This is an optimization exercise on Yosys and OpenROAD, whose aim is small area, not a production implementation.
In this exercise RTL edits were held to simulation tests only and were not proved equivalent to the original.
No activity file was given, so power comes from the tool's default toggle rates.

Design write_back, start of the top module:
module write_back #(
  parameter int unsigned XLEN  = 32,
  parameter int unsigned NREG  = 32,
  parameter int unsigned CNT_W = 64
) (
  input  logic             clk,
  input  logic             rst_n,
  input  logic             halt,
  input  logic             wb_valid,
  input  logic [XLEN-1:0]  instruction_in,
  input  logic [XLEN-1:0]  wb_data_in,
  input  logic [4:0]       rs1_addr,
  input  logic [4:0]       rs2_addr,
  input  logic             cnt_we,
  input  logic             cnt_sel,
  input  logic             cnt_hi,
  input  logic [31:0]      cnt_wdata,
  output logic [XLEN-1:0]  rs1_data,
  output logic [XLEN-1:0]  rs2_data,
  output logic [4:0]       fwd_rd,
  output logic [XLEN-1:0]  fwd_data,
  output logic [CNT_W-1:0] instret,
  output logic [CNT_W-1:0] cycle,
  output logic             illegal_instr
);
For scale: about 3100 cells after synthesis, roughly 340 I/O pins.
clock: 6.0 ns
lec_check: 0
cap_margin: 20
core_margin: 2
core_utilization: 60
place_density: 0.75
setup_slack_margin: 0.1
slew_margin: 20
synth_hierarchical: 1
synth_minimum_keep_size: 0
standard.sh (not shown) runs the stock make flow with config.mk's settings and CLKGATE_MAP_FILE= SYNTH_SCRIPT=/design/flow/synth_recipe.tcl, a recipe that flattens the netlist after the stock synthesis.
==> flow/flow/run.sh <==
#!/bin/bash
set -euo pipefail
export BUFFER_PORTS_ARGS="-buffer_cell sky130_fd_sc_hd__buf_1"
export CTS_ARGS="-sink_clustering_enable -repair_clock_nets -dont_use_dummy_load -buf_list sky130_fd_sc_hd__clkbuf_16 -sink_clustering_size 24 -sink_clustering_max_diameter 80"
bash standard.sh MATCH_CELL_FOOTPRINT=0 finish > standard_flow.log 2>&1
The starting point completed without violations.
Rerun with:
==> flow/run.sh (new file) <==
#!/bin/bash
# synth_recipe.tcl (not shown) runs the flow's synth.tcl, then flattens the netlist and writes it again
# the make line also repeats each setting of config.mk as NAME=value (left out here)
make -C /OpenROAD-flow-scripts/flow DESIGN_CONFIG=/design/flow/config.mk WORK_HOME=/design/flow/orfs CLKGATE_MAP_FILE= SYNTH_SCRIPT=/design/flow/synth_recipe.tcl finish
- CORE_UTILIZATION: 60 -> 50
- CTS_BUF_LIST: unset -> sky130_fd_sc_hd__clkbuf_16
- CTS_CLUSTER_DIAMETER: unset -> 80
- CTS_CLUSTER_SIZE: unset -> 24
- PLACE_DENSITY: 0.75 -> 0.65
- SETUP_SLACK_MARGIN: 0.1 -> 0.2
removed: flow/flow/run.sh
removed: flow/standard.sh
After rerunning: Wire length increases by a few percent. Via count decreases slightly. Register-to-register slack loses 0.33 ns. Synthesized cell count is unchanged.
Rerun with:
==> flow/flow/run.sh (new file) <==
#!/bin/bash
set -euo pipefail
export BUFFER_PORTS_ARGS="-buffer_cell sky130_fd_sc_hd__buf_1"
export CTS_ARGS="-sink_clustering_enable -repair_clock_nets -dont_use_dummy_load -buf_list sky130_fd_sc_hd__clkbuf_16 -sink_clustering_size 27 -sink_clustering_max_diameter 100"
bash standard.sh MATCH_CELL_FOOTPRINT=0 finish > standard_flow.log 2>&1
==> flow/standard.sh (new file) <==
#!/bin/bash
# synth_recipe.tcl (not shown) runs the flow's synth.tcl, then flattens the netlist and writes it again
# the make line also repeats each setting of config.mk as NAME=value (left out here)
make -C /OpenROAD-flow-scripts/flow DESIGN_CONFIG=/design/flow/config.mk WORK_HOME=/design/flow/orfs CLKGATE_MAP_FILE= SYNTH_SCRIPT=/design/flow/synth_recipe.tcl "${@:-finish}"
- CORE_UTILIZATION: 50 -> 60
- CTS_BUF_LIST: sky130_fd_sc_hd__clkbuf_16 -> unset
- CTS_CLUSTER_DIAMETER: 80 -> unset
- CTS_CLUSTER_SIZE: 24 -> unset
- PLACE_DENSITY: 0.65 -> 0.75
- SETUP_SLACK_MARGIN: 0.2 -> 0.1
removed: flow/run.sh
=>
- The new run ran to the end with no violations
- worst setup slack is better by 0.28 ns
- maximum frequency went up by a few percent
- sequential power is about the same
- clock skew went down by 0.020 ns

[static timing again, ports no longer ideal]
The flow's constraints put no driver on any port. The routed layouts listed below were extracted and timed again, unchanged, in two steps. Step 1 (the two cells are an assumption about what drives the block):
set clk [get_ports {clk}]
set_driving_cell -lib_cell sky130_fd_sc_hd__clkbuf_16 $clk
set_driving_cell -lib_cell sky130_fd_sc_hd__buf_2 [delete_from_list [all_inputs] $clk]
Step 2 adds t to the input delays and takes it off the output delays; t is the mean of the earliest and latest rising clock arrival at the registers after step 1. Input paths then give back, and output paths get back, about the clock's delay inside the block. Three values: ideal, step 1, step 2; two values: the first two.
run | t (ns) | slack for setup (ns) | worst setup path at the end | slew at the worst register clock pin (ns) | worst slew at a driven data input, ns
the first run | 0.719 | 0.372 / 0.309 / 0.309 | input to output | 0.10 / 0.10 | 0.07
the second run | 0.760 | 0.138 / 0.009 / 0.009 | input to output | 0.10 / 0.10 | 0.13
the third run | 0.710 | 0.418 / 0.350 / 0.350 | input to output | 0.11 / 0.11 | 0.07
After both steps setup and hold are still met in every run listed. The setup slack of the second run, which loses most, moves by -0.129 ns with the drivers and by -0.129 ns with both steps.
